From an optimization exercise on the open Yosys and OpenROAD flow, aimed at small area and a short achievable clock period; shortcuts taken in it are not production practice. Where RTL was checked, it was by simulation tests only, not by an equivalence proof against the original. No activity file was given, so power comes from the tool's default toggle rates.

Setup of run a:
==> flow/design.v (excerpt) <==
module icache_assoc_prefetch #(
    parameter int NUM_SETS       = 16,
    parameter int NUM_WAYS       = 2,
    parameter int PREFETCH_DEPTH = 4,
    parameter int NUM_MSHR       = 4
) (
    input  logic        clock,
    input  logic        reset,
    input  logic        squash,
    input  logic [3:0]  Imem2proc_response,
    input  logic [63:0] Imem2proc_data,
    input  logic [3:0]  Imem2proc_tag,
    input  logic [31:0] proc2Icache_addr,
    input  logic        early_branch_valid,
    input  logic [12:0] early_branch_target,
    output logic [1:0]  proc2Imem_command,
    output logic [31:0] proc2Imem_addr,
    output logic [63:0] Icache_data_out,
    output logic        Icache_valid_out
);
    localparam int IDX_W  = $clog2(NUM_SETS);
    localparam int TAG_W  = 13 - IDX_W;
    localparam int WAY_W  = (NUM_WAYS > 1) ? $clog2(NUM_WAYS) : 1;
    localparam int MSHR_W = (NUM_MSHR > 1) ? $clog2(NUM_MSHR) : 1;
    localparam logic [1:0] BUS_NONE = 2'd0;
    localparam logic [1:0] BUS_LOAD = 2'd1;
    typedef logic [NUM_WAYS-1:0][WAY_W-1:0] ages_t;
    logic [NUM_WAYS-1:0] valid_q [NUM_SETS];
    logic [TAG_W-1:0]    tag_q   [NUM_SETS][NUM_WAYS];
    logic [63:0]         data_q  [NUM_SETS][NUM_WAYS];
    ages_t               age_q   [NUM_SETS];
    logic [NUM_MSHR-1:0] mv_q;
    logic [12:0]         mba_q   [NUM_MSHR];
    logic [3:0]          mtag_q  [NUM_MSHR];
    logic [12:0]         last_ba_q, last_ba_d;
    logic [12:0]         ba;
    logic [12:0]         cand [PREFETCH_DEPTH];
    logic [PREFETCH_DEPTH-1:0] cand_hit, cand_inm;
    logic                sel_found;
    logic [12:0]         sel_ba;
    logic [IDX_W-1:0]    dem_idx;
  ...
Size in the first run: ~6700 cells after synthesis, about 2500 flip-flops, roughly 220 I/O pins, ~0.11 sq mm of cells after synthesis.
export LEC_CHECK = 0
export ABC_CLOCK_PERIOD_IN_PS = 6000
export CAP_MARGIN = 20
export CORE_MARGIN = 2
export CORE_UTILIZATION = 40
export SETUP_SLACK_MARGIN = 5
export SLEW_MARGIN = 20
create_clock -name core_clock -period 12.5 [get_ports {clock}]
run.sh (not shown) runs the stock make flow with config.mk's settings and CLKGATE_MAP_FILE= SYNTH_SCRIPT=/design/flow/synth_recipe.tcl, a recipe that flattens the netlist after the stock synthesis.
[inputs] run b vs run a
Settings: clearing SETUP_SLACK_MARGIN, which used to be 5; clearing ABC_CLOCK_PERIOD_IN_PS, which used to be 6000.
### Flow results
- Run b: all stages complete, timing, DRC and antenna checks passed
- Between run a and run b, the flow reports pin count of the biggest net entering global routing decreasing by more than a quarter.
- Looking at reported leakage power, run b sits 4.3 nW below run a.
- Run b against run a: maximum frequency shrank by about 18%; sequential share of layout area went up; post-route clock period utilization now larger; clock transition at the register clock pins on the worst setup and hold paths after CTS did not really move; part of the total power dissipated in the clock network +0.5 points.
- The lower total power divided by cell area came out of run a.
- Run b ended up with a lower design area than run a did.
- Reported for run b and run a, number of max-slew violations in the final report turned out identical to the last digit.
- The detailed-routed wire length on met2 reported for run b is smaller than that of run a by 8.9%.


## v6
The RTL this note starts from:
==> flow/design.v <==
module icache_assoc_prefetch #(
    parameter int NUM_SETS       = 16,
    parameter int NUM_WAYS       = 2,
    parameter int PREFETCH_DEPTH = 4,
    parameter int NUM_MSHR       = 4
) (
    input  logic        clock,
    input  logic        reset,
    input  logic        squash,
    input  logic [3:0]  Imem2proc_response,
    input  logic [63:0] Imem2proc_data,
    input  logic [3:0]  Imem2proc_tag,
    input  logic [31:0] proc2Icache_addr,
    input  logic        early_branch_valid,
    input  logic [12:0] early_branch_target,
    output logic [1:0]  proc2Imem_command,
    output logic [31:0] proc2Imem_addr,
    output logic [63:0] Icache_data_out,
    output logic        Icache_valid_out
);
    logic [15:0]  st_x, st_y;
    logic [8:0]   tag0_q [16];
    logic [8:0]   tag1_q [16];
    logic [63:0]  data0_q [16];
    logic [63:0]  data1_q [16];
    logic [3:0]   mv_q;
    logic [12:0]  mba_q  [4];
    logic [3:0]   mtag_q [4];
    logic [12:0]  last_ba_q;
    logic [12:0]  ba;
    logic [3:0]   idx;
    logic [8:0]   tg;
    logic [15:0]  v0, v1;
    logic [15:0]  dec;
    assign ba  = proc2Icache_addr[15:3];
    assign idx = ba[3:0];
    assign tg  = ba[12:4];
    assign v1  = st_x;
    assign v0  = st_x | st_y;
    always_comb
        for (int s = 0; s < 16; s++) dec[s] = (idx == 4'(s));
    logic [8:0]  rt0, rt1;
    logic        rv0, rv1;
    logic [63:0] rd0, rd1;
    logic        hw0, hw1, dem_hit;
    always_comb begin
        rt0 = '0; rt1 = '0; rv0 = 1'b0; rv1 = 1'b0; rd0 = '0; rd1 = '0;
        for (int s = 0; s < 16; s++) begin
            rt0 = rt0 | ({9{dec[s]}} & tag0_q[s]);
            rt1 = rt1 | ({9{dec[s]}} & tag1_q[s]);
            rv0 = rv0 | (dec[s] & v0[s]);
            rv1 = rv1 | (dec[s] & v1[s]);
            rd0 = rd0 | ({64{dec[s]}} & data0_q[s]);
            rd1 = rd1 | ({64{dec[s]}} & data1_q[s]);
        end
    end
    assign hw0     = rv0 && (rt0 == tg);
    assign hw1     = rv1 && (rt1 == tg);
    assign dem_hit = hw0 | hw1;
    logic        ebv;
    logic [3:0]  qi;
    logic [8:0]  pt, pt1;
    logic [15:0] hp, hp1;
    logic [3:0]  pres;         
    logic [3:0]  inm_j;        
    logic        inm0;         
    assign ebv = early_branch_valid;
    assign qi  = ebv ? early_branch_target[3:0]  : idx;
    assign pt  = ebv ? early_branch_target[12:4] : tg;
    assign pt1 = pt + 9'd1;
    always_comb begin
        for (int s = 0; s < 16; s++) begin
            hp[s]  = (v0[s] && tag0_q[s] == pt)  || (v1[s] && tag1_q[s] == pt);
            hp1[s] = (v0[s] && tag0_q[s] == pt1) || (v1[s] && tag1_q[s] == pt1);
        end
    end
    always_comb begin
        for (int j = 0; j < 4; j++) begin
            pres[j] = 1'b0;
            for (int s = 0; s < 16; s++)
                if (qi == 4'(s))
                    pres[j] = ((s + j) >= 16) ? hp1[(s + j) % 16] : hp[(s + j) % 16];
        end
    end
    always_comb begin
        inm0 = 1'b0;
        for (int j = 0; j < 4; j++) inm_j[j] = 1'b0;
        for (int m = 0; m < 4; m++) begin
            if (mv_q[m] && mba_q[m] == ba) inm0 = 1'b1;
            for (int j = 0; j < 4; j++)
                if (mv_q[m] && mba_q[m][3:0] == qi + 4'(j) &&
                    mba_q[m][12:4] == ((mba_q[m][3:0] < 4'(j)) ? pt1 : pt))
                    inm_j[j] = 1'b1;
        end
    end
    logic [3:0]  cov;
    logic [12:0] c1, c2, c3;
    assign cov[0] = dem_hit | inm0;
    assign cov[1] = ebv ? (pres[0] | inm_j[0]) : (pres[1] | inm_j[1]);
    assign cov[2] = ebv ? (pres[1] | inm_j[1]) : (pres[2] | inm_j[2]);
    assign cov[3] = ebv ? (pres[2] | inm_j[2]) : (pres[3] | inm_j[3]);
    assign c1 = ebv ? early_branch_target           : ba + 13'd1;
    assign c2 = ebv ? early_branch_target + 13'd1   : ba + 13'd2;
    assign c3 = ebv ? early_branch_target + 13'd2   : ba + 13'd3;
    logic [12:0] sel_ba;
    always_comb begin
        if (!cov[0])      sel_ba = ba;
        else if (!cov[1]) sel_ba = c1;
        else if (!cov[2]) sel_ba = c2;
        else              sel_ba = c3;
    end
    logic       free_found;
    logic [3:0] free_oh;
    assign free_found = ~&mv_q;
    assign free_oh[0] = ~mv_q[0];
    assign free_oh[1] = mv_q[0] & ~mv_q[1];
    assign free_oh[2] = &mv_q[1:0] & ~mv_q[2];
    assign free_oh[3] = &mv_q[2:0] & ~mv_q[3];
    logic issue, alloc;
    assign issue = ~&cov && free_found && (ba == last_ba_q);
    assign alloc = issue && (Imem2proc_response != 4'd0);
    assign proc2Imem_command = {1'b0, issue};
    assign proc2Imem_addr    = {16'b0, sel_ba, 3'b0};
    assign Icache_valid_out  = dem_hit;
    assign Icache_data_out   = hw1 ? rd1 : rd0;
    logic [3:0]  fh;
    logic [15:0] fset;
    logic [8:0]  fill_tag;
    always_comb begin
        fset = '0;
        fill_tag = '0;
        for (int m = 0; m < 4; m++) begin
            fh[m] = mv_q[m] && (mtag_q[m] == Imem2proc_tag);
            fill_tag = fill_tag | ({9{fh[m]}} & mba_q[m][12:4]);
            for (int s = 0; s < 16; s++)
                if (fh[m] && mba_q[m][3:0] == 4'(s)) fset[s] = 1'b1;
        end
    end
    logic [15:0] we0, we1;
    assign we1 = fset & st_y;
    assign we0 = fset & ~st_y;
    always_ff @(posedge clock or posedge reset) begin
        if (reset) begin
            st_x      <= '0;
            st_y      <= '0;
            mv_q      <= '0;
            last_ba_q <= '1;
        end else begin
            last_ba_q <= squash ? 13'h1fff : ba;
            for (int s = 0; s < 16; s++) begin
                if (fset[s]) begin
                    st_x[s] <= st_x[s] | st_y[s];
                    st_y[s] <= ~st_y[s];
                end else if (dec[s] && dem_hit) begin
                    st_y[s] <= ~hw1;
                end
            end
            for (int m = 0; m < 4; m++)
                mv_q[m] <= (mv_q[m] & ~fh[m]) | (alloc & free_oh[m]);
        end
    end
    always_ff @(posedge clock) begin
        for (int m = 0; m < 4; m++)
            if (alloc && free_oh[m]) begin
                mba_q[m]  <= sel_ba;
                mtag_q[m] <= Imem2proc_response;
            end
        for (int s = 0; s < 16; s++) begin
            if (we0[s]) begin
                tag0_q[s]  <= fill_tag;
                data0_q[s] <= Imem2proc_data;
            end
            if (we1[s]) begin
                tag1_q[s]  <= fill_tag;
                data1_q[s] <= Imem2proc_data;
            end
        end
    end
endmodule
export LEC_CHECK = 0
export ABC_CLOCK_PERIOD_IN_PS = 6000
export CAP_MARGIN = 20
export CORE_MARGIN = 2
export CORE_UTILIZATION = 40
export SETUP_SLACK_MARGIN = 5
export SLEW_MARGIN = 20
create_clock -name core_clock -period 12.5 [get_ports {clock}]
Setup changes, v6 to v7
- swapping 6000 for 2500 in ABC_CLOCK_PERIOD_IN_PS
[summary]
Tightest hold margin came out exactly the same in v6 and v7.
As far as buffer and inverter count on the worst path goes, v6 and v7 are indistinguishable; the numbers are identical.
Diff v6..v7 | clock share of power | negligible
Re time the worst path needs with I/O delays and setup: no difference whatsoever between v6 and v7.
Via count: v6 vs v7 identical
Summary of v7 over v6: simple-gate share of the synthesized area now sits at about the same level, slew at the pin closest to its max-slew limit about even.
As far as global-route usage goes, v6 and v7 are indistinguishable; the numbers are identical.
Width of the die came out exactly the same in v6 and v7.
Comparing v7 against v6, there is no change at all in power density over the cells.
No run of this note included a check of the RTL's function; only the layout flow was run.

-- separate check: timing with driven ports --
Ports are ideal in the flow. The routed layouts listed here were re-timed in OpenROAD. Step 1 sets driving cells, clkbuf_16 on the clock port and buf_2 on the other inputs (assumed; they add their load-dependent delay and slew). Step 2 adds t to the input delays and takes it off the output delays; t is the mean of the earliest and latest rising clock arrival at the registers after step 1. Input paths then give back, and output paths get back, about the clock's delay inside the block. a / b / c = ideal ports / drivers / drivers and shift; a / b = the first two.
run | t, ns | setup slack, ns | worst slew at a driven data input, ns
run a | 0.948 | 2.786 / 2.396 / 2.396 | 0.49
run b | 0.990 | 0.617 / 0.583 / 0.583 | 0.18
v6 | 0.972 | 3.288 / 3.139 / 3.139 | 0.28
v7 | 0.972 | 3.288 / 3.139 / 3.139 | 0.28
After both steps every run listed still meets setup and hold. For run a, which loses most, drivers alone change the setup slack by -0.390 ns; drivers and shift together by -0.390 ns.
